Source: an optimization exercise on an open RTL-to-GDS flow (aim: small area). Production flows keep margins and buffers that such runs may drop. Only simulation tests tie the RTL to the original design; equivalence was not proved. No activity file was given, so power comes from the tool's default toggle rates.

==> design/flow/design.v <==
module dec_ao22 (
    input  logic a1, a2, b1, b2,
    output logic y
);
    assign y = (a1 & a2) | (b1 & b2);
endmodule
module dec_aoi222 (
    input  logic a1, a2, b1, b2, c1, c2,
    output logic y
);
    assign y = ~((a1 & a2) | (b1 & b2) | (c1 & c2));
endmodule
module dec_nand4 (
    input  logic [3:0] t,
    output logic       y
);
    assign y = ~(&t);
endmodule
module dec_tail (
    input  logic t1, t2, a1, a2, b1, b2,
    output logic y
);
    assign y = ~(t1 & t2) | (a1 & a2) | (b1 & b2);
endmodule
module dec_or3 (
    input  logic a, b, c,
    output logic y
);
    assign y = a | b | c;
endmodule
module dec_rdbit (
    input  logic [31:0] s,
    input  logic [31:0] d,
    output logic        y
);
    logic [9:0] t;
    logic       x0, x1, x2;
    for (genvar k = 0; k < 10; k++) begin : g_aoi
        dec_aoi222 u_aoi (
            .a1(s[3*k]),   .a2(d[3*k]),
            .b1(s[3*k+1]), .b2(d[3*k+1]),
            .c1(s[3*k+2]), .c2(d[3*k+2]),
            .y (t[k])
        );
    end
    dec_nand4 u_n0 (.t(t[3:0]), .y(x0));
    dec_nand4 u_n1 (.t(t[7:4]), .y(x1));
    dec_tail  u_n2 (.t1(t[8]), .t2(t[9]), .a1(s[30]), .a2(d[30]), .b1(s[31]), .b2(d[31]), .y(x2));
    dec_or3   u_or (.a(x0), .b(x1), .c(x2), .y(y));
endmodule
module decode (
    input  logic        clock,
    input  logic        reset,
    input  logic [31:0] instruccion,
    input  logic        instruccion_valida,
    output logic        instruccion_lista,
    input  logic        wb_escribe,
    input  logic [4:0]  wb_registro,
    input  logic [31:0] wb_dato,
    input  logic        ex_listo,
    output logic        valido,
    output logic [31:0] registro_1,
    output logic [31:0] registro_2,
    output logic [31:0] sign_extend,
    output logic        sel,
    output logic        op,
    output logic [4:0]  reg_destino,
    output logic        escribe_reg,
    output logic        lee_mem,
    output logic        escribe_mem,
    output logic        ilegal
);
    localparam logic [5:0] OPC_RTYPE = 6'h00;
    localparam logic [5:0] OPC_ADDI  = 6'h08;
    localparam logic [5:0] OPC_LW    = 6'h23;
    localparam logic [5:0] OPC_SW    = 6'h2B;
    localparam logic [5:0] FUN_ADD   = 6'h20;
    localparam logic [5:0] FUN_SUB   = 6'h22;
    logic [5:0]  opcode, funct;
    logic [4:0]  rs, rt, rd;
    logic [15:0] imm;
    assign opcode = instruccion[31:26];
    assign rs     = instruccion[25:21];
    assign rt     = instruccion[20:16];
    assign rd     = instruccion[15:11];
    assign imm    = instruccion[15:0];
    assign funct  = instruccion[5:0];
    logic       legal, usa_rt;
    logic       d_sel, d_op, d_lm, d_em;
    logic [4:0] d_dest;
    always_comb begin
        legal  = 1'b0;
        usa_rt = 1'b0;
        d_sel  = 1'b0;
        d_op   = 1'b0;
        d_lm   = 1'b0;
        d_em   = 1'b0;
        d_dest = 5'd0;
        case (opcode)
            OPC_RTYPE: begin
                usa_rt = 1'b1;
                legal  = (funct == FUN_ADD) || (funct == FUN_SUB);
                d_op   = funct[1];
                d_dest = rd;
            end
            OPC_ADDI, OPC_LW: begin
                legal  = 1'b1;
                d_sel  = 1'b1;
                d_dest = rt;
                d_lm   = opcode[5];
            end
            OPC_SW: begin
                legal  = 1'b1;
                usa_rt = 1'b1;
                d_sel  = 1'b1;
                d_em   = 1'b1;
            end
            default: ;
        endcase
    end
    logic avanza, hazard, acepta;
    assign avanza = ex_listo || !valido;
    assign hazard = instruccion_valida && valido && lee_mem && (reg_destino != 5'd0) &&
                    ((rs == reg_destino) || (usa_rt && (rt == reg_destino)));
    assign instruccion_lista = reset && avanza && !hazard;
    assign acepta            = instruccion_valida && instruccion_lista;
    logic [31:0] we;           
    logic [31:0] escrito;      
    logic [31:0] rf [32];      
    logic [31:0] rf_d [32];
    always_comb begin
        for (int i = 0; i < 32; i++)
            we[i] = wb_escribe && (wb_registro == i[4:0]) && (i != 0);
    end
    always_ff @(posedge clock or negedge reset) begin
        if (!reset) escrito <= '0;
        else        escrito <= escrito | we;
    end
    for (genvar i = 1; i < 32; i++) begin : g_row
        for (genvar j = 0; j < 32; j++) begin : g_bit
            dec_ao22 u_nx (
                .a1(rf[i][j]), .a2(!we[i]),
                .b1(wb_dato[j]), .b2(we[i]),
                .y (rf_d[i][j])
            );
        end
    end
    always_ff @(posedge clock) begin
        for (int i = 1; i < 32; i++) rf[i] <= rf_d[i];
    end
    logic [31:0] s1, s2;
    always_comb begin
        s1[0] = !avanza;
        s2[0] = !avanza;
        for (int i = 1; i < 32; i++) begin
            s1[i] = avanza && escrito[i] && (rs == i[4:0]);
            s2[i] = avanza && escrito[i] && (rt == i[4:0]);
        end
    end
    logic [31:0] r1_d, r2_d;
    for (genvar j = 0; j < 32; j++) begin : g_rd
        logic [31:0] d1, d2;
        always_comb begin
            d1[0] = registro_1[j];
            d2[0] = registro_2[j];
            for (int i = 1; i < 32; i++) begin
                d1[i] = rf[i][j];
                d2[i] = rf[i][j];
            end
        end
        dec_rdbit u_r1 (.s(s1), .d(d1), .y(r1_d[j]));
        dec_rdbit u_r2 (.s(s2), .d(d2), .y(r2_d[j]));
    end
    always_ff @(posedge clock or negedge reset) begin
        if (!reset) begin
            valido <= 1'b0;
            ilegal <= 1'b0;
        end else if (avanza) begin
            valido <= acepta && legal;
            ilegal <= acepta && !legal;
        end
    end
    always_ff @(posedge clock) begin
        registro_1 <= r1_d;
        registro_2 <= r2_d;
    end
    logic        em_q;
    logic [15:0] imm_q;
    logic [24:0] cf_q, cf_n, cf_d;
    assign cf_n = {imm, d_dest, d_sel, d_op, d_lm, d_em};
    assign {imm_q, reg_destino, sel, op, lee_mem, em_q} = cf_q;
    for (genvar j = 0; j < 25; j++) begin : g_cf
        dec_ao22 u_nx (
            .a1(cf_q[j]), .a2(!avanza),
            .b1(cf_n[j]), .b2(avanza),
            .y (cf_d[j])
        );
    end
    always_ff @(posedge clock) cf_q <= cf_d;
    assign sign_extend = {{16{imm_q[15]}}, imm_q};
    assign escribe_mem = em_q;
    assign escribe_reg = !em_q;
endmodule
==> design/flow/flow/run.sh <==
#!/bin/bash
set -euo pipefail
bash standard.sh \
  BUFFER_PORTS_ARGS="-buffer_cell sky130_fd_sc_hd__buf_1" \
  CTS_ARGS="-sink_clustering_enable -repair_clock_nets -dont_use_dummy_load -sink_clustering_size 16 -sink_clustering_max_diameter 50 -buf_list sky130_fd_sc_hd__clkbuf_8" \
  finish > make_finish.log 2>&1
==> design/flow/standard.sh <==
#!/bin/bash
# synth_recipe.tcl (not shown) runs the flow's synth.tcl, then flattens the netlist and writes it again
# the make line also repeats each setting of config.mk as NAME=value (left out here)
make -C /OpenROAD-flow-scripts/flow DESIGN_CONFIG=/design/flow/config.mk WORK_HOME=/design/flow/orfs CLKGATE_MAP_FILE= SYNTH_SCRIPT=/design/flow/synth_recipe.tcl "${@:-finish}"
==> design/flow/config.mk <==
export PLATFORM = sky130hd
export DESIGN_NAME = decode
export DESIGN_NICKNAME = decode
export VERILOG_FILES = /design/flow/design.v
export SDC_FILE = /design/flow/constraint.sdc
export NUM_CORES = 4
export LEC_CHECK = 0
export CAP_MARGIN = 20
export CELL_PAD_IN_SITES_DETAIL_PLACEMENT = 1
export CORE_MARGIN = 2
export CORE_UTILIZATION = 45
export CTS_BUF_LIST = sky130_fd_sc_hd__clkbuf_8
export CTS_CLUSTER_DIAMETER = 50
export CTS_CLUSTER_SIZE = 16
export PLACE_DENSITY = 0.55
export SLEW_MARGIN = 20
export SYNTH_HIERARCHICAL = 1
export SYNTH_MINIMUM_KEEP_SIZE = 0
==> design/flow/constraint.sdc <==
create_clock -name core_clock -period 5.0 [get_ports {clock}]
set_input_delay 1.0000 -clock core_clock [delete_from_list [all_inputs] [get_ports {clock}]]
set_output_delay 1.0000 -clock core_clock [all_outputs]
set_load 0.01 [all_outputs]
==> reports/metrics.csv, run 1 <==
stage,metric,value,unit
outcome,status,no timing/DRC/antenna violations,
die,FP Rows,111,
logic_synthesis,Post-synth EDFFs,0,
worst_setup_path,CP max-delay cell,and3_2,
cts,"Clk Latency, worst-skew pair",0.86,ns
routing,ANT nets after route,0,
routing,DRC violations left,0,
logic_synthesis,syn_nets,3473,
placement,pre-CTS WS,0.713,ns
logic_synthesis,Synth Area per Inst,12.2,µm²
worst_setup_path,"Cell Chain, Critical Path",nand2b_1 -> buf_4 -> clkinv_2 -> nor4_1 -> and3_2 -> a222oi_1 -> nand4_1 -> or3_1,
worst_setup_path,crit path launch type,register,
logic_synthesis,Mapped Area,41600,µm²
cts,CTS buffer count,120,
global_routing,antenna violations before repair,16,
sta,RSZ-0062 raised after global routing,false,
finish,Layout fillers,9605,
sta,"Hold Vio Cnt, Final",0,
placement,DP Area,44800,µm²
worst_setup_path,RR Startpoint,valido,
cts,clock slew seen by the registers of the worst setup and hold paths,0.09,ns
die,IO Pins,183,
routing,final WL,207,mm
logic_synthesis,Area contributors post-synth,"dfxtp_1 (52%), a22o_1 (22%), a222oi_1 (15%)",
die,Starting Density,45.4,%
logic_synthesis,library cells used by synthesis,37,
global_routing,global-route wire length before repair,293,mm
logic_synthesis,share of the synthesized area in the top cell type,52.0,%
finish,Layout area overhead,11.7,%
worst_setup_path,Buffers & Inverters on Critical Path,2,
worst_setup_path,Worst setup EP type,register,
worst_hold_path,HP Class,in -> async,
run,max cap viols,0,
worst_setup_path,kind of critical path,reg -> reg,
finish,Final Cell Area,46500,µm²
logic_synthesis,"Async S/R FF share, synth",2.96,%
placement,DPL Wire Length,126,mm
sta,clock skew,0.0812,ns
logic_synthesis,top_reg_cell synth,dfxtp_1,
sta,period utilisation layout,78.5,%
sta,Fmax,0.255,GHz
cts,CTS tree,done,
power_and_ir_drop,Worst VDD drop,0.000253,V
routing,drt initial violations,7777,
worst_setup_path,Crit path arrival time,4.69,ns
die,die area,94900,µm²
global_routing,Total Routing Usage GR,42.2,%
worst_setup_path,Crit path largest cell delay,1.15,ns
cts,Root Driver,clkbuf_8,
routing,routed len/inst,41.5,µm
global_routing,total gr overflow,0,
sta,Rel. slew slack,18.6,%
sta,actual slew at the worst max-slew pin,1.22,ns
sta,PnR worst setup slack,1.07,ns
logic_synthesis,Syn. warnings,10,
die,Core ar.,91700,µm²
worst_setup_path,Worst setup startpoint,valido,
sta,setup violators final,0,
finish,Final #Nets,3873,
routing,DRT Pass-1 Iters,13,
cts,clock sinks,1114,
logic_synthesis,synthesized flop and latch total,1114,
cts,Post-CTS Setup Bufs,0,
logic_synthesis,post-synth top area cell,dfxtp_1,
power_and_ir_drop,Pwr Total,20200,µW
routing,vias,41100,
power_and_ir_drop,Pwr Density,434,nW/µm²
finish,share of cells above drive strength 1,9.01,%
cts,H-tree Lvls,3,
routing,DR vias/cell,8.24,
cts,post-cts gate resize count,0,
worst_setup_path,"delay-heaviest family, CP",simple AND/OR/NAND/NOR gates,
worst_setup_path,CP max FO,32,
cts,Clock Tree Buf Depth,3,
sta,TNS Setup,0,ns
die,die span in x,308,µm
global_routing,vias in the first global route,40900,
worst_setup_path,"Req. time, crit path",5.77,ns
global_routing,largest net degree at the start of global routing,66,
logic_synthesis,"count leader, synth",dfxtp_1,
power_and_ir_drop,Leakage,0.0179,µW
sta,"Slew Viols, Final",0,
logic_synthesis,sequential-to-total area share from yosys stat,54.0,%
placement,routability cong.,0.991,
logic_synthesis,Synth Instances,3399,
logic_synthesis,Post-synth top cells,"dfxtp_1 (1081), a22o_1 (1022), a222oi_1 (640)",
die,die height,308,µm
sta,post-layout minimum cycle time,3.93,ns
placement,input/output buffers,182,
cts,# hold bufs at CTS,0,
-- final cells by class --
| class | instances | area (µm²) | share of cell area, % |
|---|---|---|---|
| Tap cell | 1186 | 1480 | 3.19 |
| Multi-Input combinational cell | 2195 | 18700 | 40.2 |
| Timing Repair Buffer | 333 | 2020 | 4.35 |
| Inverter | 35 | 133 | 0.285 |
| Antenna cell | 11 | 27.5 | 0.0592 |
| Sequential cell | 1114 | 22500 | 48.3 |
| Clock buffer | 120 | 1650 | 3.55 |
-- cell families (layout without fill, tap and decap cells) --
kind of cell | after synthesis | in the layout | synth area share [%]
buffers and inverters | 90 | 488 | 1.25
AO/OA/AOI/OAI | 1734 | 1734 | 38.3
AND/OR/NAND/NOR | 450 | 450 | 6.24
flip-flops | 1114 | 1114 | 54.0
XOR/XNOR | 10 | 10 | 0.211
multiplexers | 1 | 1 | 0.0241
other | 0 | 11 | 0
-- path summary, 6_finish.rpt --
path | endpoint | slack (ns) | depth (start not counted)
hold / removal | escrito[11] | 0.24 | 2
setup / recovery | registro_1[23] | 1.07 | 8
max in group asynchronous | escrito[27] | 4.35 | 2
hold reg to reg | escrito[8] | 0.48 | 1
min in group core_clock | cf_q[16] | 0.39 | 2
setup reg to reg | registro_1[23] | 1.07 | 8
-- power breakdown --
part | switching [µW] | internal, µW
registers | 1590 | 10600
logic | 1150 | 1580
clock network | 3110 | 2110
total | 5850 | 14300
-- per-stage QoR --
stage                     hold slack (ns)  utilization (%)  std cells
after global placement              0.456             48.9       4863
after detailed placement            0.463             48.9       4863
after global routing                0.242             50.7       4988
after floorplan                     0.440                -       3399
final                               0.236             50.7       4994
after CTS                           0.221             50.7       4983
-- worst reg2reg max path, stage by stage (launching register included) --
cell	delay, ns
dfrtp_1	0.39
nand2b_1	0.10
buf_4	0.22
clkinv_2	0.26
nor4_1	0.93
and3_2	1.15
a222oi_1	0.31
nand4_1	0.35
or3_1	0.17
-- Yosys stat by module, one instance, submodules excluded, a selection --
module / cell area (µm²) / cells / flops+latches / times used
dec_ao22: 8.76 / 1 / 0 / 1017
decode: 24300 / 1422 / 1114 / 1
dec_tail: 12.5 / 2 / 0 / 64
dec_nand4: 6.26 / 1 / 0 / 128
dec_aoi222: 10.0 / 1 / 0 / 640
dec_or3: 6.26 / 1 / 0 / 64
-- flip-flops by register name, indices dropped and copies added, names as in the netlist --
register	flops
registro_1	32
rf	992
valido	1
registro_2	32
ilegal	1
escrito	31
cf_q	25
-- cells in the final DEF (no fill, tap or decap), types with 2 or more instances in the layout --
| cell | count |
|---|---|
| a222oi_1 | 640 |
| a22o_1 | 1022 |
| a22oi_1 | 64 |
| and2_1 | 4 |
| and3_1 | 35 |
| and3_2 | 34 |
| buf_1 | 167 |
| buf_12 | 15 |
| buf_4 | 136 |
| clkbuf_2 | 15 |
| clkbuf_8 | 120 |
| dfrtp_1 | 33 |
| dfxtp_1 | 1081 |
| diode_2 | 11 |
| inv_1 | 34 |
| nand2_1 | 23 |
| nand2_2 | 15 |
| nand2b_1 | 34 |
| nand3_1 | 65 |
| nand4_1 | 129 |
| nor2_1 | 16 |
| nor2b_1 | 8 |
| nor3_1 | 9 |
| nor3b_1 | 3 |
| nor4_1 | 4 |
| or2_2 | 4 |
| or3_1 | 64 |
| xnor2_1 | 8 |
| xor2_1 | 2 |
-- routing by layer --
metal,track usage (%),part of all wire [%]
met5,0,0.017
met4,33.7,9.1
met3,10.3,12
met2,61.2,42
met1,53.3,38
==> run 2, diff against run 1 <==
==> design/flow/config.mk (replaced) <==
export PLATFORM = sky130hd
export DESIGN_NAME = decode
export DESIGN_NICKNAME = decode
export VERILOG_FILES = /design/flow/design.v
export SDC_FILE = /design/flow/constraint.sdc
export NUM_CORES = 4
export LEC_CHECK = 0
export CAP_MARGIN = 10
export CELL_PAD_IN_SITES_DETAIL_PLACEMENT = 1
export CORE_MARGIN = 2
export CORE_UTILIZATION = 55
export CTS_BUF_LIST = sky130_fd_sc_hd__clkbuf_8
export CTS_CLUSTER_DIAMETER = 50
export CTS_CLUSTER_SIZE = 16
export PLACE_DENSITY = 0.62
export SLEW_MARGIN = 10
export SYNTH_HIERARCHICAL = 1
export SYNTH_MINIMUM_KEEP_SIZE = 0
==> reports/metrics.csv, run 2 <==
stage,metric,value,unit,change
die,die area,77800,µm²,-18%
logic_synthesis,syn_nets,3473,,unchanged
finish,Layout Cells excl Fill,4780,,-4.3%
cts,CTS buffer count,108,,-10%
logic_synthesis,share of the synthesized area in the top cell type,52.0,%,unchanged
power_and_ir_drop,clock share of power,24.7,%,-1.2 points
cts,"Clk Latency, worst-skew pair",0.79,ns,-0.07 ns
sta,"Slew Viols, Final",0,,unchanged
power_and_ir_drop,Seq pwr share,61.4,%,+0.8 points
worst_setup_path,slack of the worst reg-to-reg path,1.53,ns,+0.46 ns
die,die span in x,279,µm,-9.4%
worst_setup_path,RR Startpoint,valido,,
placement,input/output buffers,182,,unchanged
cts,CTS tree,done,,
worst_setup_path,Worst setup EP type,primary output,,
cts,Root Driver,clkbuf_8,,
power_and_ir_drop,Net Sw Power,5790,µW,-0.96%
power_and_ir_drop,Int Pwr,14100,µW,-1.4%
global_routing,vias in the first global route,41600,,+1.7%
logic_synthesis,sequential-to-total area share from yosys stat,54.0,%,unchanged
sta,Rel. slew slack,15.3,%,-3.3 points
routing,DRT Pass-1 Iters,12,,-1
sta,setup violators final,0,,unchanged
global_routing,total gr overflow,0,,unchanged
sta,actual slew at the worst max-slew pin,1.27,ns,+0.0491 ns
cts,H-tree Lvls,3,,unchanged
worst_setup_path,CP max FO,80,,+150%
finish,"most common cell after layout, fill and taps aside",dfxtp_1,,
finish,max FFs per register,992,,unchanged
logic_synthesis,top_reg_cell synth,dfxtp_1,,
outcome,status,no timing/DRC/antenna violations,,
worst_hold_path,HP Class,in -> async,,
worst_setup_path,reg2reg path depth,7,,-1
routing,final WL,200,mm,-3.5%
logic_synthesis,Synth Area per Inst,12.2,µm²,unchanged
cts,# hold bufs at CTS,0,,unchanged
routing,DR vias/cell,8.74,,+6.1%
finish,share of cells above drive strength 1,8.04,%,-0.97 points
worst_setup_path,FF-to-FF End,registro_2[4],,
sta,post-layout minimum cycle time,3.75,ns,-0.179 ns
logic_synthesis,Post-synth top cells,"dfxtp_1 (1081), a22o_1 (1022), a222oi_1 (640)",,
run,max cap viols,0,,unchanged
power_and_ir_drop,Pwr Total,19900,µW,-1.3%
finish,most frequent cells in the layout,"dfxtp_1 (1081), a22o_1 (1022), a222oi_1 (640), buf_1 (173), buf_4 (163)",,
die,Core ar.,74700,µm²,-19%
placement,routability cong.,1.10,,+11%
die,die height,279,µm,-9.4%
sta,period utilisation layout,75.0,%,-3.6 points
power_and_ir_drop,Pwr Density,433,nW/µm²,-0.31%
routing,routed len/inst,41.9,µm,+0.82%
cts,post-cts gate resize count,0,,unchanged
logic_synthesis,post-synth top area cell,dfxtp_1,,
cts,Post-CTS Setup Bufs,0,,unchanged
sta,"Hold Vio Cnt, Final",0,,unchanged
sta,TNS Setup,0,ns,unchanged
routing,vias,41800,,+1.5%
routing,DRC violations left,0,,unchanged
placement,Placed Instances,4666,,-4.1%
die,FP Rows,100,,-9.9%
power_and_ir_drop,switching portion of total power,29.1,%,+0.088 points
logic_synthesis,Area contributors post-synth,"dfxtp_1 (52%), a22o_1 (22%), a222oi_1 (15%)",,
finish,Layout area overhead,10.7,%,
power_and_ir_drop,Leakage,0.0178,µW,about the same
power_and_ir_drop,Worst VDD drop,0.000284,V,+12%
logic_synthesis,"Async S/R FF share, synth",2.96,%,unchanged
logic_synthesis,Synth Instances,3399,,unchanged
worst_setup_path,Crit path arrival time,2.75,ns,-1.94 ns
placement,DPL Wire Length,120,mm,-5.0%
die,IO Pins,183,,unchanged
sta,Fmax,0.267,GHz,+4.8%
routing,ANT nets after route,0,,unchanged
logic_synthesis,Syn. warnings,10,,unchanged
logic_synthesis,"count leader, synth",dfxtp_1,,
finish,Biggest register,rf,,
global_routing,Total Routing Usage GR,49.5,%,+7.3 points
logic_synthesis,synthesized flop and latch total,1114,,unchanged
finish,top flop regs,"rf x992, registro_1 x32, registro_2 x32",,
sta,clock skew,0.0933,ns,+0.0122 ns
worst_setup_path,"Req. time, crit path",4.00,ns,-1.77 ns
worst_setup_path,kind of critical path,in -> out,,
global_routing,antenna violations before repair,10,,-6
cts,Clock Tree Buf Depth,3,,unchanged
finish,Final #Nets,3881,,+0.21%
logic_synthesis,library cells used by synthesis,37,,unchanged
sta,RSZ-0062 raised after global routing,false,,
cts,clock sinks,1114,,unchanged
logic_synthesis,Post-synth EDFFs,0,,unchanged
logic_synthesis,Mapped Area,41600,µm²,unchanged
global_routing,global-route wire length before repair,286,mm,-2.4%
worst_setup_path,crit path launch type,input port,,
die,Starting Density,55.7,%,+10 points
cts,clock slew seen by the registers of the worst setup and hold paths,0.11,ns,+0.02 ns
routing,drt initial violations,8807,,+13%
global_routing,largest net degree at the start of global routing,81,,+23%
power_and_ir_drop,Combinational Power Share,13.9,%,+0.4 points
## run 2: Yosys stat by module, one instance, submodules excluded, excerpt
module	copies in the design	area [µm²]
dec_ao22	1017	8.76
dec_aoi222	640	10.0
decode	1	24300
dec_nand4	128	6.26
dec_tail	64	12.5
dec_or3	64	6.26
## run 2: how the worst max path moves through the flow
| stage | from | to | slack [ns] | depth (start not counted) |
|---|---|---|---|---|
| global placement | instruccion[17] | registro_2[19] | 1.03 | 8 |
| finish | ex_listo | instruccion_lista | 1.25 | 6 |
| global route | valido | instruccion_lista | 1.12 | 5 |
| CTS | valido | instruccion_lista | 1.26 | 5 |
| detailed placement | instruccion[16] | registro_2[4] | 0.94 | 8 |
| floorplan | ex_listo | registro_1[0] | 0.89 | 9 |
## run 2: cells by family after synthesis
logic type             Yosys count  synth area share (%)
AO/OA/AOI/OAI                 1734                  38.3
flip-flops                    1114                  54.0
AND/OR/NAND/NOR                450                  6.24
buffers and inverters           90                  1.25
XOR/XNOR                        10                 0.211
multiplexers                     1                0.0241
## run 2: cell type report
type / instances / area (µm²)
fill: 7596 / 28700
sequential: 1114 / 22500
multi-input combinational: 2195 / 18600
timing repair buffer: 353 / 2080
clock buffer: 108 / 1490
tap: 969 / 1210
inverter: 35 / 133
antenna: 6 / 15.0
## run 2: power groups by stage
stage	Clock, µW	Sequential, µW	Combinational (µW)
floorplan	0	11800	1940
global placement	0	12100	2540
detailed placement	0	12300	2690
CTS	4880	12100	2700
global route	5210	12400	2910
finish	4920	12200	2770
## run 2: stage by stage
stage          setup slack, ns  utilization (%)  hold slack [ns]  cell area [µm²]
3_3_place_gp              1.03             59.6            0.458            44500
5_1_grt                   1.12             61.6            0.298            46000
3_5_place_dp             0.943             59.6            0.468            44500
6_report                  1.25             61.6            0.268            46000
2_1_floorplan            0.892                -            0.440            41600
4_1_cts                   1.26             61.6            0.264            46000
## run 2: layer usage
layer,share of wire [%],track usage [%],vias up,wire [µm]
met1,34,61.0,20700,68700
met4,9.9,41.4,8,19700
li1,-,-,16200,-
met5,0.029,0,-,58
met3,14,14.6,942,28900
met2,41,71.3,3860,82800
## run 2: worst max-delay path, cell delays in order
cell and delay [ns]:
buf_1 0.07, nand2b_1 0.25, clkinv_2 0.30, buf_4 0.79, nor3_1 0.14, buf_1 0.18
==> run 3, diff against run 2 <==
==> design/flow/flow/run.sh (replaced) <==
#!/bin/bash
set -euo pipefail
bash standard.sh \
  BUFFER_PORTS_ARGS="-buffer_cell sky130_fd_sc_hd__buf_1" \
  CTS_ARGS="-sink_clustering_enable -repair_clock_nets -dont_use_dummy_load -sink_clustering_size 16 -sink_clustering_max_diameter 60 -buf_list sky130_fd_sc_hd__clkbuf_8" \
  finish > make_finish.log 2>&1
==> design/flow/config.mk (replaced) <==
export PLATFORM = sky130hd
export DESIGN_NAME = decode
export DESIGN_NICKNAME = decode
export VERILOG_FILES = /design/flow/design.v
export SDC_FILE = /design/flow/constraint.sdc
export NUM_CORES = 4
export LEC_CHECK = 0
export CAP_MARGIN = 20
export CELL_PAD_IN_SITES_DETAIL_PLACEMENT = 1
export CORE_MARGIN = 2
export CORE_UTILIZATION = 55
export CTS_BUF_LIST = sky130_fd_sc_hd__clkbuf_8
export CTS_CLUSTER_DIAMETER = 60
export CTS_CLUSTER_SIZE = 16
export PLACE_DENSITY = 0.62
export SLEW_MARGIN = 20
export SYNTH_HIERARCHICAL = 1
export SYNTH_MINIMUM_KEEP_SIZE = 0
==> reports/metrics.csv, run 3 <==
stage,metric,value,unit,change
cts,CTS buffer count,85,,-21%
power_and_ir_drop,Pwr Density,424,nW/µm²,-1.9%
cts,Root Driver,clkbuf_8,,
finish,max FFs per register,992,,unchanged
global_routing,vias in the first global route,41100,,-1.2%
worst_setup_path,Crit path arrival time,2.79,ns,+0.04 ns
finish,multi-input logic area,18600,µm²,about the same
worst_setup_path,"Req. time, crit path",4.00,ns,about the same
logic_synthesis,XOR/XNOR share of the synthesized area,0.211,%,unchanged
cts,"Clk Latency, worst-skew pair",0.76,ns,-0.03 ns
finish,Register Area,22500,µm²,unchanged
die,IO Pins,183,,unchanged
cts,post-cts gate resize count,0,,unchanged
worst_setup_path,reg2reg path depth,8,,+1
cts,H-tree Lvls,3,,unchanged
worst_setup_path,CP max FO,80,,unchanged
routing,final WL,198,mm,-0.81%
finish,top flop regs,"rf x992, registro_1 x32, registro_2 x32",,
routing,routed len/inst,41.7,µm,-0.26%
routing,DR vias/cell,8.73,,-0.12%
worst_hold_path,HP Class,in -> async,,
power_and_ir_drop,clock share of power,22.8,%,-1.9 points
worst_setup_path,FF-to-FF End,registro_1[19],,
finish,most frequent cells in the layout,"dfxtp_1 (1081), a22o_1 (1022), a222oi_1 (640), buf_1 (173), buf_4 (163)",,
die,die height,279,µm,unchanged
cts,Clock Tree Buf Depth,3,,unchanged
logic_synthesis,synthesized flop and latch total,1114,,unchanged
logic_synthesis,post-synth top area cell,dfxtp_1,,
sta,post-layout minimum cycle time,3.79,ns,+0.0367 ns
run,max cap viols,0,,unchanged
power_and_ir_drop,Int Pwr,13700,µW,-2.8%
logic_synthesis,"count leader, synth",dfxtp_1,,
worst_setup_path,kind of critical path,in -> out,,
finish,"most common cell after layout, fill and taps aside",dfxtp_1,,
routing,vias,41500,,-0.66%
power_and_ir_drop,Worst VDD drop,0.000294,V,+3.6%
logic_synthesis,sequential-to-total area share from yosys stat,54.0,%,unchanged
die,die area,77800,µm²,unchanged
power_and_ir_drop,Combinational Power Share,14.3,%,+0.4 points
sta,setup violators final,0,,unchanged
placement,DPL Wire Length,120,mm,unchanged
sta,RSZ-0062 raised after global routing,false,,
logic_synthesis,Simple-Gate Fraction of Synth Area,6.24,%,unchanged
logic_synthesis,"Async S/R FF share, synth",2.96,%,unchanged
routing,drt initial violations,8537,,-3.1%
logic_synthesis,syn_nets,3473,,unchanged
worst_setup_path,RR Startpoint,valido,,
finish,Biggest register,rf,,
cts,clock sinks,1114,,unchanged
die,FP Rows,100,,unchanged
worst_setup_path,Crit path largest cell delay,0.81,ns,+0.02 ns
placement,DP Area,44500,µm²,unchanged
placement,input/output buffers,182,,unchanged
sta,actual slew at the worst max-slew pin,1.19,ns,-0.0763 ns
sta,"Hold Vio Cnt, Final",0,,unchanged
worst_setup_path,crit path launch type,input port,,
finish,Final Cell Area,45700,µm²,-0.70%
outcome,status,no timing/DRC/antenna violations,,
cts,# hold bufs at CTS,0,,unchanged
cts,CTS tree,done,,
logic_synthesis,library cells used by synthesis,37,,unchanged
sta,TNS Setup,0,ns,unchanged
power_and_ir_drop,Seq pwr share,62.9,%,+1.5 points
logic_synthesis,top_reg_cell synth,dfxtp_1,,
worst_setup_path,"Cell Chain, Critical Path",buf_1 -> nand2b_1 -> clkinv_2 -> buf_4 -> nor3_1 -> buf_1,,
global_routing,global-route wire length before repair,283,mm,-0.83%
power_and_ir_drop,Leakage,0.0177,µW,-0.93%
logic_synthesis,Syn. warnings,10,,unchanged
sta,period utilisation layout,75.7,%,+0.73 points
finish,Layout fillers,7601,,+0.066%
worst_setup_path,Worst setup EP type,primary output,,
sta,Fmax,0.264,GHz,-0.97%
die,Starting Density,55.7,%,unchanged
power_and_ir_drop,Net Sw Power,5680,µW,-2.0%
routing,DRT Pass-1 Iters,12,,unchanged
logic_synthesis,Mapped Area,41600,µm²,unchanged
logic_synthesis,share of the synthesized area in the top cell type,52.0,%,unchanged
worst_setup_path,CP max-delay cell,buf_4,,
die,Core ar.,74700,µm²,unchanged
finish,Layout area overhead,9.89,%,
logic_synthesis,Area contributors post-synth,"dfxtp_1 (52%), a22o_1 (22%), a222oi_1 (15%)",,
logic_synthesis,Post-synth top cells,"dfxtp_1 (1081), a22o_1 (1022), a222oi_1 (640)",,
logic_synthesis,Compound-Gate Fraction of Synth Area,38.3,%,unchanged
worst_setup_path,slack of the worst reg-to-reg path,1.41,ns,-0.12 ns
placement,routability cong.,1.10,,unchanged
power_and_ir_drop,switching portion of total power,29.3,%,+0.17 points
global_routing,Total Routing Usage GR,49.0,%,-0.45 points
finish,Final #Nets,3858,,-0.59%
logic_synthesis,main combinational cell family by area after synthesis,compound AO/OA/AOI/OAI gates,,
cts,Post-CTS Setup Bufs,0,,unchanged
routing,DRC violations left,0,,unchanged
global_routing,largest net degree at the start of global routing,81,,unchanged
logic_synthesis,Synth Area per Inst,12.2,µm²,unchanged
logic_synthesis,Synth Instances,3399,,unchanged
worst_setup_path,CP dominant cell by count,buf_1,,
sta,clock skew,0.0563,ns,-0.0370 ns
die,die span in x,279,µm,unchanged
routing,ANT nets after route,0,,unchanged
sta,Rel. slew slack,20.3,%,+5.0 points
logic_synthesis,post-synthesis mux area share,0.0241,%,unchanged
global_routing,total gr overflow,0,,unchanged
global_routing,antenna violations before repair,8,,-2
finish,share of cells above drive strength 1,7.54,%,-0.51 points
worst_setup_path,Worst setup startpoint,ex_listo,,
cts,clock slew seen by the registers of the worst setup and hold paths,0.10,ns,about the same
logic_synthesis,Post-Synth Adder-Cell Area,0,%,unchanged
logic_synthesis,Post-synth EDFFs,0,,unchanged
sta,"Slew Viols, Final",0,,unchanged
run 3: critical path: cells and delay by family:
kind	cells	cell delay (ns)
buffers and inverters	4	1.36
AND/OR/NAND/NOR	2	0.39
run 3: final cells by class:
| class | instances | share of cell area [%] |
|---|---|---|
| antenna | 3 | 0.0164 |
| clock buffer | 85 | 2.56 |
| inverter | 35 | 0.290 |
| multi-input combinational | 2195 | 40.8 |
| sequential | 1114 | 49.2 |
| tap | 969 | 2.65 |
| timing repair buffer | 353 | 4.55 |
run 3: how the worst max path moves through the flow:
stage | endpoint | slack [ns] | depth (start not counted)
finish | instruccion_lista | 1.21 | 6
floorplan | registro_1[0] | 0.89 | 9
global route | instruccion_lista | 1.11 | 6
detailed placement | registro_2[4] | 0.94 | 8
CTS | instruccion_lista | 1.26 | 6
global placement | registro_2[19] | 1.03 | 8
run 3: power groups by stage:
stage / logic, µW / registers [µW] / clock network, µW
finish: 2770 / 12200 / 4430
global route: 2900 / 12300 / 4710
CTS: 2690 / 12100 / 4410
detailed placement: 2690 / 12300 / 0
global placement: 2540 / 12100 / 0
floorplan: 1940 / 11800 / 0
run 3: cells by family after synthesis:
kind of cell | after synthesis
buffers and inverters | 90
AND/OR/NAND/NOR | 450
XOR/XNOR | 10
multiplexers | 1
AO/OA/AOI/OAI | 1734
flip-flops | 1114
run 3: Yosys stat by module (local to each module, per instance), a selection:
module      area, µm²  times used  cells  flip-flops and latches
decode          24300           1   1422                    1114
dec_aoi222       10.0         640      1                       0
dec_or3          6.26          64      1                       0
dec_tail         12.5          64      2                       0
dec_ao22         8.76        1017      1                       0
dec_nand4        6.26         128      1                       0
run 3: layer usage:
metal	track usage (%)	up-vias	share of wire (%)
met5	0	-	0.039
met4	40.9	10	9.9
met3	13.7	929	14
met2	70.4	3810	41
met1	61.1	20600	34
li1	-	16200	-
run 3: through the flow:
stage / total power [µW] / hold slack, ns / setup WS (ns) / util, % / instances
2_1_floorplan: 13700 / 0.440 / 0.892 / - / 3399
3_3_place_gp: 14600 / 0.458 / 1.03 / 59.6 / 4666
3_5_place_dp: 15000 / 0.468 / 0.943 / 59.6 / 4666
4_1_cts: 19200 / 0.290 / 1.26 / 61.2 / 4751
5_1_grt: 20000 / 0.329 / 1.11 / 61.2 / 4752
6_report: 19400 / 0.310 / 1.21 / 61.2 / 4754
==> run 4, diff against run 3 <==
==> design/flow/flow/run.sh (replaced) <==
#!/bin/bash
set -euo pipefail
bash standard.sh \
  BUFFER_PORTS_ARGS="-buffer_cell sky130_fd_sc_hd__buf_1" \
  CTS_ARGS="-sink_clustering_enable -repair_clock_nets -dont_use_dummy_load -sink_clustering_size 16 -sink_clustering_max_diameter 70 -buf_list sky130_fd_sc_hd__clkbuf_8" \
  finish > make_finish.log 2>&1
--- a/design/flow/config.mk
+++ b/design/flow/config.mk
@@ -10,7 +10,7 @@
 export CORE_MARGIN = 2
 export CORE_UTILIZATION = 55
 export CTS_BUF_LIST = sky130_fd_sc_hd__clkbuf_8
-export CTS_CLUSTER_DIAMETER = 60
+export CTS_CLUSTER_DIAMETER = 70
 export CTS_CLUSTER_SIZE = 16
 export PLACE_DENSITY = 0.62
 export SLEW_MARGIN = 20
==> reports/metrics.csv, run 4 <==
stage,metric,value,unit,change
logic_synthesis,Synth Area per Inst,12.2,µm²,unchanged
die,Core ar.,74700,µm²,unchanged
worst_setup_path,CP max-delay cell,buf_4,,
global_routing,Total Routing Usage GR,49.0,%,about the same
die,Starting Density,55.7,%,unchanged
logic_synthesis,Area contributors post-synth,"dfxtp_1 (52%), a22o_1 (22%), a222oi_1 (15%)",,
placement,routability cong.,1.10,,unchanged
cts,H-tree Lvls,3,,unchanged
power_and_ir_drop,Seq pwr share,63.2,%,+0.3 points
cts,Root Driver,clkbuf_8,,
logic_synthesis,library cells used by synthesis,37,,unchanged
sta,"Slew Viols, Final",0,,unchanged
power_and_ir_drop,Leakage,0.0176,µW,-0.24%
logic_synthesis,Post-synth EDFFs,0,,unchanged
logic_synthesis,syn_nets,3473,,unchanged
routing,routed len/inst,41.8,µm,+0.23%
die,die span in x,279,µm,unchanged
finish,share of cells above drive strength 1,7.36,%,-0.17 points
global_routing,global-route wire length before repair,283,mm,about the same
worst_setup_path,Buffers & Inverters on Critical Path,3,,-1
die,FP Rows,100,,unchanged
worst_setup_path,CP max FO,80,,unchanged
worst_setup_path,reg2reg path depth,8,,unchanged
finish,"most common cell after layout, fill and taps aside",dfxtp_1,,
power_and_ir_drop,Int Pwr,13600,µW,-0.75%
routing,drt initial violations,8693,,+1.8%
run,max cap viols,0,,unchanged
logic_synthesis,"Async S/R FF share, synth",2.96,%,unchanged
logic_synthesis,synthesized flop and latch total,1114,,unchanged
worst_setup_path,kind of critical path,reg -> out,,
cts,post-cts gate resize count,0,,unchanged
power_and_ir_drop,Pwr Density,423,nW/µm²,-0.32%
sta,clock skew,0.0377,ns,-0.0186 ns
worst_setup_path,Worst setup EP type,primary output,,
logic_synthesis,Mapped Area,41600,µm²,unchanged
placement,input/output buffers,182,,unchanged
cts,Post-CTS Setup Bufs,0,,unchanged
sta,setup violators final,0,,unchanged
routing,DRT Pass-1 Iters,13,,+1
cts,CTS tree,done,,
routing,DR vias/cell,8.78,,+0.56%
logic_synthesis,post-synth top area cell,dfxtp_1,,
logic_synthesis,top_reg_cell synth,dfxtp_1,,
power_and_ir_drop,clock share of power,22.5,%,-0.3 points
worst_setup_path,slack of the worst reg-to-reg path,1.25,ns,-0.16 ns
sta,post-layout minimum cycle time,3.78,ns,-0.00981 ns
finish,Layout area overhead,9.69,%,
die,die height,279,µm,unchanged
routing,ANT nets after route,0,,unchanged
global_routing,largest net degree at the start of global routing,81,,unchanged
sta,"Hold Vio Cnt, Final",0,,unchanged
power_and_ir_drop,Combinational Power Share,14.3,%,about the same
die,IO Pins,183,,unchanged
outcome,status,no timing/DRC/antenna violations,,
power_and_ir_drop,Pwr Total,19300,µW,-0.50%
cts,"Clk Latency, worst-skew pair",0.75,ns,about the same
routing,final WL,199,mm,+0.15%
cts,CTS buffer count,79,,-7.1%
logic_synthesis,sequential-to-total area share from yosys stat,54.0,%,unchanged
worst_setup_path,"Req. time, crit path",4.00,ns,about the same
worst_setup_path,Crit path arrival time,2.78,ns,about the same
global_routing,vias in the first global route,41000,,-0.15%
sta,TNS Setup,0,ns,unchanged
worst_hold_path,HP Class,in -> async,,
sta,period utilisation layout,75.5,%,-0.20 points
sta,RSZ-0062 raised after global routing,false,,
power_and_ir_drop,Net Sw Power,5680,µW,+0.11%
global_routing,antenna violations before repair,11,,+3
logic_synthesis,"count leader, synth",dfxtp_1,,
worst_setup_path,crit path launch type,register,,
finish,Layout fillers,7609,,+0.11%
global_routing,total gr overflow,0,,unchanged
power_and_ir_drop,Worst VDD drop,0.000251,V,-15%
finish,most frequent cells in the layout,"dfxtp_1 (1081), a22o_1 (1022), a222oi_1 (640), buf_1 (173), buf_4 (163)",,
worst_setup_path,Crit path largest cell delay,0.81,ns,about the same
worst_setup_path,RR Startpoint,valido,,
sta,actual slew at the worst max-slew pin,1.17,ns,-0.0226 ns
sta,PnR worst setup slack,1.22,ns,+0.00981 ns
logic_synthesis,share of the synthesized area in the top cell type,52.0,%,unchanged
placement,DPL Wire Length,120,mm,unchanged
cts,Clock Tree Buf Depth,3,,unchanged
sta,Fmax,0.265,GHz,+0.26%
sta,worst hold margin,0.288,ns,-0.0219 ns
worst_setup_path,FF-to-FF End,registro_1[27],,
worst_setup_path,"delay-heaviest family, CP",buffers and inverters,,
routing,vias,41700,,+0.47%
power_and_ir_drop,switching portion of total power,29.4,%,+0.18 points
cts,clock slew seen by the registers of the worst setup and hold paths,0.10,ns,about the same
logic_synthesis,Syn. warnings,10,,unchanged
cts,# hold bufs at CTS,0,,unchanged
sta,Rel. slew slack,21.8,%,+1.5 points
logic_synthesis,Synth Instances,3399,,unchanged
routing,DRC violations left,0,,unchanged
die,die area,77800,µm²,unchanged
placement,pre-CTS WS,0.943,ns,unchanged
finish,top flop regs,"rf x992, registro_1 x32, registro_2 x32",,
cts,clock sinks,1114,,unchanged
finish,Biggest register,rf,,
worst_setup_path,"Cell Chain, Critical Path",nand2b_1 -> clkinv_2 -> buf_4 -> nor3_1 -> buf_1,,
logic_synthesis,Post-synth top cells,"dfxtp_1 (1081), a22o_1 (1022), a222oi_1 (640)",,
finish,Final #Nets,3852,,-0.16%
finish,max FFs per register,992,,unchanged
-- run 4: routing by layer --
layer  up-vias  wire, µm  track usage [%]  part of all wire, %
met5         -        61            0.125                0.031
met1     20600     68700             61.0                   35
met3       966     28100             13.6                   14
met2      3954     82300             70.7                   41
li1      16200         -                -                    -
met4        10     19600             41.0                  9.9
-- run 4: modules after synthesis, one instance, submodules excluded, excerpt --
module      flip-flops and latches  cells inside
dec_aoi222                       0             1
dec_ao22                         0             1
dec_or3                          0             1
dec_nand4                        0             1
decode                        1114          1422
dec_tail                         0             2
-- run 4: worst max path at each step --
stage,startpoint,end,cells past startpoint
after floorplan,ex_listo,registro_1[0],9
after global placement,instruccion[17],registro_2[19],8
after detailed placement,instruccion[16],registro_2[4],8
after CTS,valido,instruccion_lista,5
after global routing,valido,instruccion_lista,5
final,valido,instruccion_lista,5
-- run 4: kinds of logic (layout without fill, tap and decap cells) --
kind of cell / Yosys count / in the layout / share of synthesized area (%)
AOI/OAI and AO/OA: 1734 / 1734 / 38.3
DFF: 1114 / 1114 / 54.0
and+or+nand+nor: 450 / 450 / 6.24
buffers and inverters: 90 / 467 / 1.25
xor gates and xnor gates: 10 / 10 / 0.211
muxes: 1 / 1 / 0.0241
other: 0 / 5 / 0
-- run 4: layout make-up --
| type | count | area [µm²] | share of cell area (%) |
|---|---|---|---|
| clock buffer | 79 | 1090 | 2.38 |
| multi-input combinational | 2195 | 18600 | 40.8 |
| sequential | 1114 | 22500 | 49.2 |
| antenna | 5 | 12.5 | 0.0274 |
| timing repair buffer | 353 | 2080 | 4.56 |
| inverter | 35 | 133 | 0.291 |
| tap | 969 | 1210 | 2.66 |
-- run 4: power by group through the flow --
stage               registers, µW  clock network, µW  logic (µW)
finish                      12200               4340        2770
global route                12300               4590        2900
CTS                         12100               4290        2690
detailed placement          12300                  0        2690
global placement            12100                  0        2540
floorplan                   11800                  0        1940
-- run 4: stage by stage --
stage                     cell area [µm²]  instances  util [%]
after global placement              44500       4666      59.6
final                               45600       4750      61.1
after floorplan                     41600       3399         -
after detailed placement            44500       4666      59.6
after CTS                           45600       4745      61.1
after global routing                45600       4746      61.1
==> run 5, diff against run 4 <==
==> design/flow/flow/run.sh (replaced) <==
#!/bin/bash
set -euo pipefail
bash standard.sh \
  BUFFER_PORTS_ARGS="-buffer_cell sky130_fd_sc_hd__buf_1" \
  CTS_ARGS="-sink_clustering_enable -repair_clock_nets -dont_use_dummy_load -sink_clustering_size 17 -sink_clustering_max_diameter 70 -buf_list sky130_fd_sc_hd__clkbuf_8" \
  finish > make_finish.log 2>&1
--- a/design/flow/config.mk
+++ b/design/flow/config.mk
@@ -11,7 +11,7 @@
 export CORE_UTILIZATION = 55
 export CTS_BUF_LIST = sky130_fd_sc_hd__clkbuf_8
 export CTS_CLUSTER_DIAMETER = 70
-export CTS_CLUSTER_SIZE = 16
+export CTS_CLUSTER_SIZE = 17
 export PLACE_DENSITY = 0.62
 export SLEW_MARGIN = 20
 export SYNTH_HIERARCHICAL = 1
==> reports/metrics.csv, run 5 <==
stage,metric,value,unit,change
worst_setup_path,RR Startpoint,valido,,
worst_setup_path,Worst setup EP type,primary output,,
logic_synthesis,Synth Instances,3399,,unchanged
routing,vias,41500,,-0.41%
worst_hold_path,HP Class,in -> async,,
worst_setup_path,FF-to-FF End,registro_1[19],,
finish,Biggest register,rf,,
sta,"Hold Vio Cnt, Final",0,,unchanged
sta,actual slew at the worst max-slew pin,1.22,ns,+0.0448 ns
finish,max FFs per register,992,,unchanged
logic_synthesis,main combinational cell family by area after synthesis,compound AO/OA/AOI/OAI gates,,
routing,drt initial violations,8669,,-0.28%
global_routing,Total Routing Usage GR,49.0,%,about the same
finish,"most common cell after layout, fill and taps aside",dfxtp_1,,
sta,worst hold margin,0.300,ns,+0.0115 ns
cts,Clock Tree Buf Depth,3,,unchanged
cts,Root Driver,clkbuf_8,,
finish,top flop regs,"rf x992, registro_1 x32, registro_2 x32",,
sta,TNS Setup,0,ns,unchanged
sta,post-layout minimum cycle time,3.77,ns,-0.00737 ns
routing,DR vias/cell,8.74,,-0.36%
finish,Final #Nets,3848,,-0.10%
logic_synthesis,share of the synthesized area in the top cell type,52.0,%,unchanged
worst_setup_path,kind of critical path,reg -> out,,
sta,Fmax,0.265,GHz,+0.20%
placement,input/output buffers,182,,unchanged
logic_synthesis,XOR/XNOR share of the synthesized area,0.211,%,unchanged
die,FP Rows,100,,unchanged
die,die area,77800,µm²,unchanged
logic_synthesis,Post-synth top cells,"dfxtp_1 (1081), a22o_1 (1022), a222oi_1 (640)",,
sta,"Slew Viols, Final",0,,unchanged
worst_setup_path,Crit path arrival time,2.77,ns,about the same
worst_setup_path,CP max-delay cell,buf_4,,
sta,period utilisation layout,75.4,%,-0.15 points
die,die height,279,µm,unchanged
logic_synthesis,syn_nets,3473,,unchanged
sta,Rel. slew slack,18.9,%,-2.9 points
die,Core ar.,74700,µm²,unchanged
worst_setup_path,"Req. time, crit path",4.00,ns,about the same
logic_synthesis,Synth Area per Inst,12.2,µm²,unchanged
logic_synthesis,Area contributors post-synth,"dfxtp_1 (52%), a22o_1 (22%), a222oi_1 (15%)",,
worst_setup_path,crit path launch type,register,,
logic_synthesis,Post-synth EDFFs,0,,unchanged
placement,DPL Wire Length,120,mm,unchanged
global_routing,vias in the first global route,41000,,-0.032%
logic_synthesis,"count leader, synth",dfxtp_1,,
global_routing,largest net degree at the start of global routing,81,,unchanged
worst_setup_path,CP max FO,80,,unchanged
logic_synthesis,library cells used by synthesis,37,,unchanged
finish,share of cells above drive strength 1,7.26,%,-0.098 points
cts,CTS tree,done,,
logic_synthesis,Simple-Gate Fraction of Synth Area,6.24,%,unchanged
power_and_ir_drop,Worst VDD drop,0.000306,V,+22%
routing,DRT Pass-1 Iters,13,,unchanged
sta,PnR worst setup slack,1.23,ns,+0.00737 ns
logic_synthesis,post-synth top area cell,dfxtp_1,,
placement,pre-CTS WS,0.943,ns,unchanged
cts,CTS buffer count,75,,-5.1%
sta,clock skew,0.0417,ns,+0.00397 ns
global_routing,total gr overflow,0,,unchanged
die,IO Pins,183,,unchanged
cts,"Clk Latency, worst-skew pair",0.75,ns,about the same
logic_synthesis,"Async S/R FF share, synth",2.96,%,unchanged
cts,post-cts gate resize count,0,,unchanged
power_and_ir_drop,Pwr Density,421,nW/µm²,-0.41%
logic_synthesis,synthesized flop and latch total,1114,,unchanged
worst_setup_path,slack of the worst reg-to-reg path,1.44,ns,+0.19 ns
outcome,status,no timing/DRC/antenna violations,,
cts,clock sinks,1114,,unchanged
routing,DRC violations left,0,,unchanged
finish,Layout area overhead,9.57,%,
power_and_ir_drop,Leakage,0.0176,µW,-0.16%
routing,routed len/inst,41.9,µm,about the same
sta,RSZ-0062 raised after global routing,false,,
cts,H-tree Lvls,3,,unchanged
cts,Post-CTS Setup Bufs,0,,unchanged
worst_setup_path,reg2reg path depth,8,,unchanged
global_routing,antenna violations before repair,10,,-1
sta,setup violators final,0,,unchanged
routing,ANT nets after route,0,,unchanged
logic_synthesis,post-synthesis mux area share,0.0241,%,unchanged
global_routing,global-route wire length before repair,283,mm,about the same
routing,final WL,199,mm,about the same
logic_synthesis,sequential-to-total area share from yosys stat,54.0,%,unchanged
placement,routability cong.,1.10,,unchanged
logic_synthesis,Compound-Gate Fraction of Synth Area,38.3,%,unchanged
logic_synthesis,top_reg_cell synth,dfxtp_1,,
run,max cap viols,0,,unchanged
worst_setup_path,"Cell Chain, Critical Path",nand2b_1 -> clkinv_2 -> buf_4 -> nor3_1 -> buf_1,,
die,die span in x,279,µm,unchanged
worst_setup_path,Crit path largest cell delay,0.80,ns,about the same
finish,most frequent cells in the layout,"dfxtp_1 (1081), a22o_1 (1022), a222oi_1 (640), buf_1 (173), buf_4 (163)",,
die,Starting Density,55.7,%,unchanged
logic_synthesis,Syn. warnings,10,,unchanged
worst_setup_path,Buffers & Inverters on Critical Path,3,,unchanged
cts,# hold bufs at CTS,0,,unchanged
logic_synthesis,Post-Synth Adder-Cell Area,0,%,unchanged
cts,clock slew seen by the registers of the worst setup and hold paths,0.11,ns,about the same
worst_setup_path,"delay-heaviest family, CP",buffers and inverters,,
logic_synthesis,Mapped Area,41600,µm²,unchanged
power_and_ir_drop,Pwr Total,19200,µW,-0.51%
-- run 5: cell counts after synthesis --
No cell type changed its count.
-- run 5: where the power goes --
part,internal (µW),switching [µW]
Combinational,1580,1190
Clock,1360,2880
Sequential,10600,1580
Total,13600,5650
-- run 5: logic make-up (layout without fill, tap and decap cells) --
logic type	count (synthesis)	in the layout
buffers and inverters	90	463
other	0	7
xor gates and xnor gates	10	10
DFF	1114	1114
and+or+nand+nor	450	450
AOI/OAI and AO/OA	1734	1734
muxes	1	1
-- run 5: metrics by stage --
stage	cells	utilization (%)	cell area [µm²]
2_1_floorplan	3399	-	41600
3_3_place_gp	4666	59.6	44500
3_5_place_dp	4666	59.6	44500
4_1_cts	4741	61.0	45600
5_1_grt	4743	61.0	45600
6_report	4748	61.0	45600
-- run 5: per-module statistics from Yosys, one instance, submodules excluded, a selection --
module,flops+latches,times used
dec_aoi222,0,640
dec_nand4,0,128
dec_or3,0,64
dec_ao22,0,1017
dec_tail,0,64
decode,1114,1
-- run 5: metal layers --
metal	global-route usage [%]	vias to the layer above	part of all wire, %
met5	0	-	0.026
met4	40.8	8	9.8
met3	14.3	938	15
met2	70.3	3905	41
met1	60.8	20500	35
li1	-	16200	-
-- run 5: how the worst max path moves through the flow --
stage	startpoint	end	slack [ns]	depth (start not counted)
after global routing	valido	instruccion_lista	1.08	5
after global placement	instruccion[17]	registro_2[19]	1.03	8
final	valido	instruccion_lista	1.23	5
after detailed placement	instruccion[16]	registro_2[4]	0.94	8
after CTS	valido	instruccion_lista	1.25	5
after floorplan	ex_listo	registro_1[0]	0.89	9
-- run 5: area by class of cell --
class / instances / area (µm²)
Fill cell: 7617 / 29100
Sequential cell: 1114 / 22500
Multi-Input combinational cell: 2195 / 18600
Timing Repair Buffer: 353 / 2080
Tap cell: 969 / 1210
Clock buffer: 75 / 1030
Inverter: 35 / 133
Antenna cell: 7 / 17.5
-- run 5: worst reg2reg max path: stages, from the launching register on --
cell      delay (ns)
dfrtp_1         0.43
nand2b_1        0.23
nand2_1         0.17
nor3_1          0.83
and3_1          0.72
buf_4           0.35
a222oi_1        0.17
nand4_1         0.45
or3_1           0.19

==> static timing again, ports no longer ideal <==
How much do the figures lean on ideal ports? The routed layouts below were timed once more, with nothing changed but the port constraints. Step 1 assumes that a clkbuf_16 drives the clock port and a buf_2 every other input. Step 2, shift: input delay + t, output delay - t, t = (earliest + latest rising clock arrival at the registers) / 2. This alone moves slack from input paths to output paths. Slacks: ideal / step 1 / step 2; pairs: ideal / step 1.
| run | shift t [ns] | setup WS [ns] | slew at the worst register clock pin (ns) | worst data-port slew with drivers (ns) |
|---|---|---|---|---|
| run 1 | 0.875 | 1.073 / 1.073 / 0.342 | 0.11 / 0.11 | 0.14 |
| run 2 | 0.823 | 1.252 / 1.200 / 0.638 | 0.11 / 0.11 | 0.15 |
| run 3 | 0.800 | 1.215 / 1.178 / 0.661 | 0.11 / 0.11 | 0.15 |
| run 4 | 0.810 | 1.225 / 1.148 / 0.535 | 0.11 / 0.11 | 0.15 |
| run 5 | 0.807 | 1.232 / 1.153 / 0.689 | 0.12 / 0.12 | 0.17 |
After both steps setup and hold are still met in every run listed. The setup slack of run 1, which loses most, moves by 0.000 ns with the drivers and by -0.731 ns with both steps.
